This is an optimization exercise on Yosys and OpenROAD, whose aim is small area, a short achievable clock period and few clock cycles per item, not a production implementation.
The RTL was checked by simulation tests, not by an equivalence proof against the original design.
Power is estimated from default activity; no workload was simulated.

## flow/design.v (module list and top-level ports; edited modules follow where they fit)
// module csa_fa: 10 lines
// module conv_pe_top: 1968 lines
module conv_pe_top (
    input  logic        clk,
    input  logic        rst,
    input  logic        wght_valid_i,
    input  logic [63:0] wght_i,
    output logic        wght_ready_o,
    input  logic        act_valid_i,
    input  logic [63:0] act_i,
    output logic        act_ready_o,
    output logic [23:0] result_o,
    output logic        result_valid_o
);
  // ...
==> flow/flow/run.sh <==
#!/bin/bash
# The standard layout, with two resizer settings changed: cells may be
# swapped for ones of another footprint during repair, and the port buffers
# are plain buffers instead of the smallest-area (delay) buffer.
set -euo pipefail
bash standard.sh MATCH_CELL_FOOTPRINT=0 "BUFFER_PORTS_ARGS=-buffer_cell sky130_fd_sc_hd__buf_2" finish > make.log 2>&1
==> flow/standard.sh <==
#!/bin/bash
# synth_recipe.tcl (not shown) runs the flow's synth.tcl, then flattens the netlist and writes it again
# the make line also repeats each setting of config.mk as NAME=value (left out here)
make -C /OpenROAD-flow-scripts/flow DESIGN_CONFIG=/design/flow/config.mk WORK_HOME=/design/flow/orfs CLKGATE_MAP_FILE= SYNTH_SCRIPT=/design/flow/synth_recipe.tcl "${@:-finish}"
==> flow/config.mk <==
export PLATFORM = sky130hd
export DESIGN_NAME = conv_pe_top
export DESIGN_NICKNAME = conv_pe_top
export VERILOG_FILES = /design/flow/design.v
export SDC_FILE = /design/flow/constraint.sdc
export NUM_CORES = 4
export LEC_CHECK = 0
export CAP_MARGIN = 20
export CORE_MARGIN = 2
export CORE_UTILIZATION = 65
export CTS_CLUSTER_DIAMETER = 120
export CTS_CLUSTER_SIZE = 20
export SETUP_SLACK_MARGIN = 2.8
export SLEW_MARGIN = 20
export SYNTH_HIERARCHICAL = 1
export SYNTH_MINIMUM_KEEP_SIZE = 0
==> flow/constraint.sdc <==
create_clock -name core_clock -period 5.0 [get_ports {clk}]
set_input_delay 1.0000 -clock core_clock [delete_from_list [all_inputs] [get_ports {clk}]]
set_output_delay 1.0000 -clock core_clock [all_outputs]
set_load 0.01 [all_outputs]
==> qor.csv, run 1 <==
metric;value;unit
placed insts;3258;
Cell Area, Synth;35700;sq um
Final ANT Viol Nets;0;
Tapcell Cnt;696;
RSZ-0062 raised after global routing;yes;
non-clk buf share;3.27;%
Synth Area in Adders;30.1;%
die width;238;microns
Multi-input gate area;15200;sq um
post-synth top area share;56.1;%
bufs w/o clock;207;
IR drop worst, VDD;0.365;mV
dpl ws;2.29;ns
hold_buf cts;0;
Critical Path Stages;5;
port buffer count;156;
# setup viols final;0;
Max-cap violations;0;
Flop pwr share;48.0;%
complex-gate fraction of the synthesized area;0.501;%
status;complete, no violations;
CP endpoint kind;flop;
Die Ht;238;microns
multi-input gates;1338;
M1 GR Usage;38.7;%
internal reg-to-reg setup slack;2.69;ns
Cells after Synth;2535;
First-pass DRT Iterations;5;
post-synthesis mux area share;2.02;%
DP Wirelength;60.4;mm
WHS Endpoint;wring[1][29]$_DFF_P_;
R2R depth;5;
Switching Share;32.5;%
f_max;434;MHz
largest area contributor in the netlist;dfxtp_1;
most common cell after layout, fill and taps aside;dfxtp_1;
multi-input combinational area share;38.4;%
crit-path leading delay family;adder cells;
Critical Path Start;wring[8][27]$_DFF_P_;
critical setup path kind;flop to flop;
Reg clk slew, reported paths;0.10;ns
final setup margin;2.69;ns
Starting Density;66.1;%
met2 wire length;37.7;mm
leading cell types in the layout, fill and taps excluded;dfxtp_1, fa_1, nand2_1;
Testbench counts, summed over its fixed seeds: cycles 8,884, windows 900.
==> run 2, diff against run 1 <==
==> flow/run.sh (new file) <==
#!/bin/bash
# synth_recipe.tcl (not shown) runs the flow's synth.tcl, then flattens the netlist and writes it again
# the make line also repeats each setting of config.mk as NAME=value (left out here)
make -C /OpenROAD-flow-scripts/flow DESIGN_CONFIG=/design/flow/config.mk WORK_HOME=/design/flow/orfs CLKGATE_MAP_FILE= SYNTH_SCRIPT=/design/flow/synth_recipe.tcl finish
removed: flow/flow/run.sh
removed: flow/standard.sh
==> run 2 against run 1 <==
Sequential share of layout area shrank 0.57 points. Clock skew shrank 0.012 ns. Via count up 0.84%. Cell count down 0.56%. Area after synthesis stayed put. Utilization grew 0.90 points. Global-route usage rose by 0.62 points. Worst setup slack better by 0.034 ns. Largest cell class unchanged.
==> qor.csv, run 2 <==
metric;value;unit;change
I/O pins;159;;unchanged
required time worst endpoint;5.50;ns;was 5.49 ns
fin crit period;2.27;ns;was 2.31 ns
number of fill cells;3412;;was 3497
highest net fanout along the worst path;9;;was 5
met2 wire length;37.6;mm;was 37.7 mm
Cell Area, Synth;35700;sq um;unchanged
Yosys warnings;8;;unchanged
top layer reached by signal wires;met5;;unchanged
die width;238;microns;unchanged
sequential cell area;20500;sq um;about the same
Leak;15.6;nW;was 15.7 nW
row cnt;85;;unchanged
Multi-input gate area;15100;sq um;was 15200 sq um
Most used DFF post-synth;dfxtp_1;;unchanged
sequential fraction of the synthesis area;56.1;%;unchanged
initial drt markers;1466;;was 1447
Max-slew headroom;50.4;%;was 29.6%
Async SR Flop Fraction;0;%;unchanged
Starting Density;66.1;%;unchanged
internal power;0.0162;W;was 0.0161 W
Final ANT Viol Nets;0;;unchanged
CP max stage delay;0.64;ns;was 0.60 ns
RSZ-0062 raised after global routing;yes;;unchanged
vias;18300;;was 18100
critical path's most frequent cell;fa_1;;was fa_2
HP Class;flop to flop;;unchanged
Switching Share;32.8;%;was 32.5%
root buffer cell;clkbuf_16;;unchanged
status;complete, no violations;;unchanged
most frequent cells after synthesis;dfxtp_1, fa_1, nand2_1;;unchanged
Cells after Synth;2535;;unchanged
initial antenna violation count;2;;was 3
final worst path period share;45.5;%;was 46.1%
Slew Limit Fails;0;;unchanged
drt drc;0;;unchanged
top cells by area, synth;dfxtp_1, fa_1, nand2_1;;unchanged
Die Ht;238;microns;unchanged
Comb power frac;33.8;%;was 33.2%
critical setup path kind;flop to flop;;unchanged
P per Cell Area;600;nW/um^2;was 601 nW/um^2
hold_buf cts;0;;unchanged
core box area;54000;sq um;unchanged
Fin. Hold Viols;0;;unchanged
Flop pwr share;47.5;%;was 48.0%
First-pass DRT Iterations;5;;unchanged
max reg flops;576;;unchanged
DR vias/cell;5.45;;was 5.38
htree depth;2;;unchanged
Synth Register Bits;1001;;unchanged
Sink Count;1001;;unchanged
Die ar.;56800;sq um;unchanged
Largest Register;wring;;unchanged
Post-synth EDFFs;0;;unchanged
GRT Total Usage;29.3;%;was 28.7%
remaining global-route overflow;0;;unchanged
Least-Margin Pin Slew;0.744;ns;was 1.06 ns
NetSw;0.00788;W;was 0.00774 W
Wirelength per Cell;24.0;microns;was 23.5 microns
Top Registers;wring: 576 flops, r1: 164 flops, aq: 64 flops;;unchanged
largest net degree at the start of global routing;65;;unchanged
final setup TNS;0;ns;unchanged
share of cells above drive strength 1;16.1;%;was 22.7%
WL final;80.4;mm;was 79.2 mm
most common cell in the synthesized netlist;dfxtp_1;;unchanged
worst path cell trace;nand2_1 > fa_1 > fa_1 > fa_1;;was buf_12 > nand2_4 > fa_2 > fa_2 > fa_1
largest area contributor in the netlist;dfxtp_1;;unchanged
clock network fraction of total power;18.7;%;was 18.8%
port buffer count;156;;unchanged
vias in the first global route;20200;;was 20000
most common cell after layout, fill and taps aside;dfxtp_1;;unchanged
first-pass GRT wire length;121;mm;was 119 mm
f_max;440;MHz;was 434 MHz
# setup viols final;0;;unchanged
syn_area_per_cell;14.1;sq um;unchanged
WP data arrival;2.77;ns;was 2.80 ns
wl on met1;32.5;mm;about the same
leading cell types in the layout, fill and taps excluded;dfxtp_1, fa_1, nand2_1;;unchanged
synth-to-layout area growth;12.2;%;was 10.9%
IR drop worst, VDD;0.394;mV;was 0.365 mV
CTS max path bufs;3;;unchanged
CTS tree;yes;;unchanged
Worst setup SP type;flop;;unchanged
DP Wirelength;60.2;mm;was 60.4 mm
met3 WL;6.84;mm;was 6.71 mm
CP endpoint kind;flop;;unchanged
CP max-delay cell;fa_1;;was fa_2
CTS buffer count;56;;unchanged
Reg clk slew, reported paths;0.11;ns;was 0.10 ns
Max-cap violations;0;;unchanged
GPL Wtd Cong;0.938;;was 0.965
post-synth top area share;56.1;%;unchanged
Final #Nets;3330;;was 3348
worst skew pair latency;0.65;ns;about the same
clk_skew;0.0321;ns;was 0.0441 ns
Unique masters post-synth;38;;unchanged
hold slack;0.299;ns;was 0.306 ns
run 2: critical path, delay by kind of cell, from the launching register on:
kind / cells / cell delay [ns]
flops: 1 / 0.45
simple gates: 1 / 0.11
fa+ha+maj: 3 / 1.57
run 2: per-layer routing:
layer	vias to the layer above	global-route usage [%]
met5	-	0
met4	2	11.2
met3	276	6.71
met2	858	47.1
met1	9319	39.3
li1	7813	-
run 2: metrics by stage:
stage | cell area [sq um] | total power, W | util [%] | std cells | setup WS [ns]
2_1_floorplan | 35800 | 0.0163 | - | 2542 | 2.80
3_3_place_gp | 37600 | 0.0191 | 69.7 | 3259 | 2.10
3_5_place_dp | 37600 | 0.0196 | 69.7 | 3259 | 2.07
4_1_cts | 39800 | 0.0241 | 73.7 | 3337 | 2.75
5_1_grt | 40100 | 0.0259 | 74.1 | 3350 | 2.69
6_report | 40100 | 0.0241 | 74.2 | 3351 | 2.73
run 2: path summary, 6_finish.rpt:
check,cells past startpoint,slack [ns],to,start
hold / removal,0,0.30,wring[6][23]$_DFF_P_,wring[7][23]$_DFF_P_
setup / recovery,4,2.73,r1[64]$_DFF_P_,wring[8][10]$_DFF_P_
setup reg to reg,4,2.73,r1[64]$_DFF_P_,wring[8][10]$_DFF_P_
hold reg to reg,0,0.30,wring[6][23]$_DFF_P_,wring[7][23]$_DFF_P_
run 2: cells by family (layout without fill, tap and decap cells):
group,count (synthesis),in the layout,share of synthesized area [%]
adder cells (fa/ha/maj),547,547,30.1
other,2,10,0.0210
AO/OA/AOI/OAI,25,25,0.501
flip-flops,1001,1001,56.1
multiplexers,64,64,2.02
buffers and inverters,203,315,2.21
AND/OR/NAND/NOR,662,662,8.22
XOR/XNOR,31,31,0.782
run 2: final cells by class:
type	instances	share of cell area, %
diodes	1	0.00625
clock buffers	58	3.57
clock inverters	3	0.166
inverters	65	0.609
multi-input cells	1338	37.7
flip-flops and latches	1001	51.2
well taps	696	2.17
repair buffers	189	4.63
run 2: what timing repair did:
| item | 4_1_cts | 5_1_grt |
|---|---|---|
| resized for setup | 354 | 75 |
| cloned | 1 | 0 |
| endpoints found under the setup margin | 241 | 91 |
| setup buffers | 16 | 13 |
| pin swaps | 22 | 33 |
run 2: power by group through the flow:
| stage | clock network (W) | logic [W] | registers [W] |
|---|---|---|---|
| 2_1_floorplan | 0 | 0.00533 | 0.0110 |
| 3_5_place_dp | 0 | 0.00799 | 0.0116 |
| 6_report | 0.00449 | 0.00814 | 0.0114 |
| 4_1_cts | 0.00458 | 0.00809 | 0.0114 |
| 5_1_grt | 0.00487 | 0.00938 | 0.0116 |
| 3_3_place_gp | 0 | 0.00759 | 0.0115 |
run 2: Yosys stat by module, one instance, submodules excluded:
| module | cells | cell area (sq um) |
|---|---|---|
| conv_pe_top | 2017 | 25300 |
| csa_fa | 1 | 20.0 |

==> static timing again, ports no longer ideal <==
No port has a modelled driver above. Below, the same layouts with a new extraction and two added sets of constraints.
Step 1 assumes that a clkbuf_16 drives the clock port and a buf_2 every other input.
Step 2 adds t to the input delays and takes it off the output delays; t is the mean of the earliest and latest rising clock arrival at the registers after step 1. Input paths then give back, and output paths get back, about the clock's delay inside the block.
Three values: no drivers, after step 1, after step 2; two values: the first two.
| run | t (ns) | setup slack, ns | worst data-port slew with drivers (ns) |
|---|---|---|---|
| run 1 | 0.689 | 2.693 / 2.693 / 2.393 | 0.05 |
| run 2 | 0.695 | 2.727 / 2.727 / 2.237 | 0.05 |
After both steps every run listed still meets setup and hold. For run 2, which loses most, drivers alone change the setup slack by 0.000 ns; drivers and shift together by -0.490 ns.
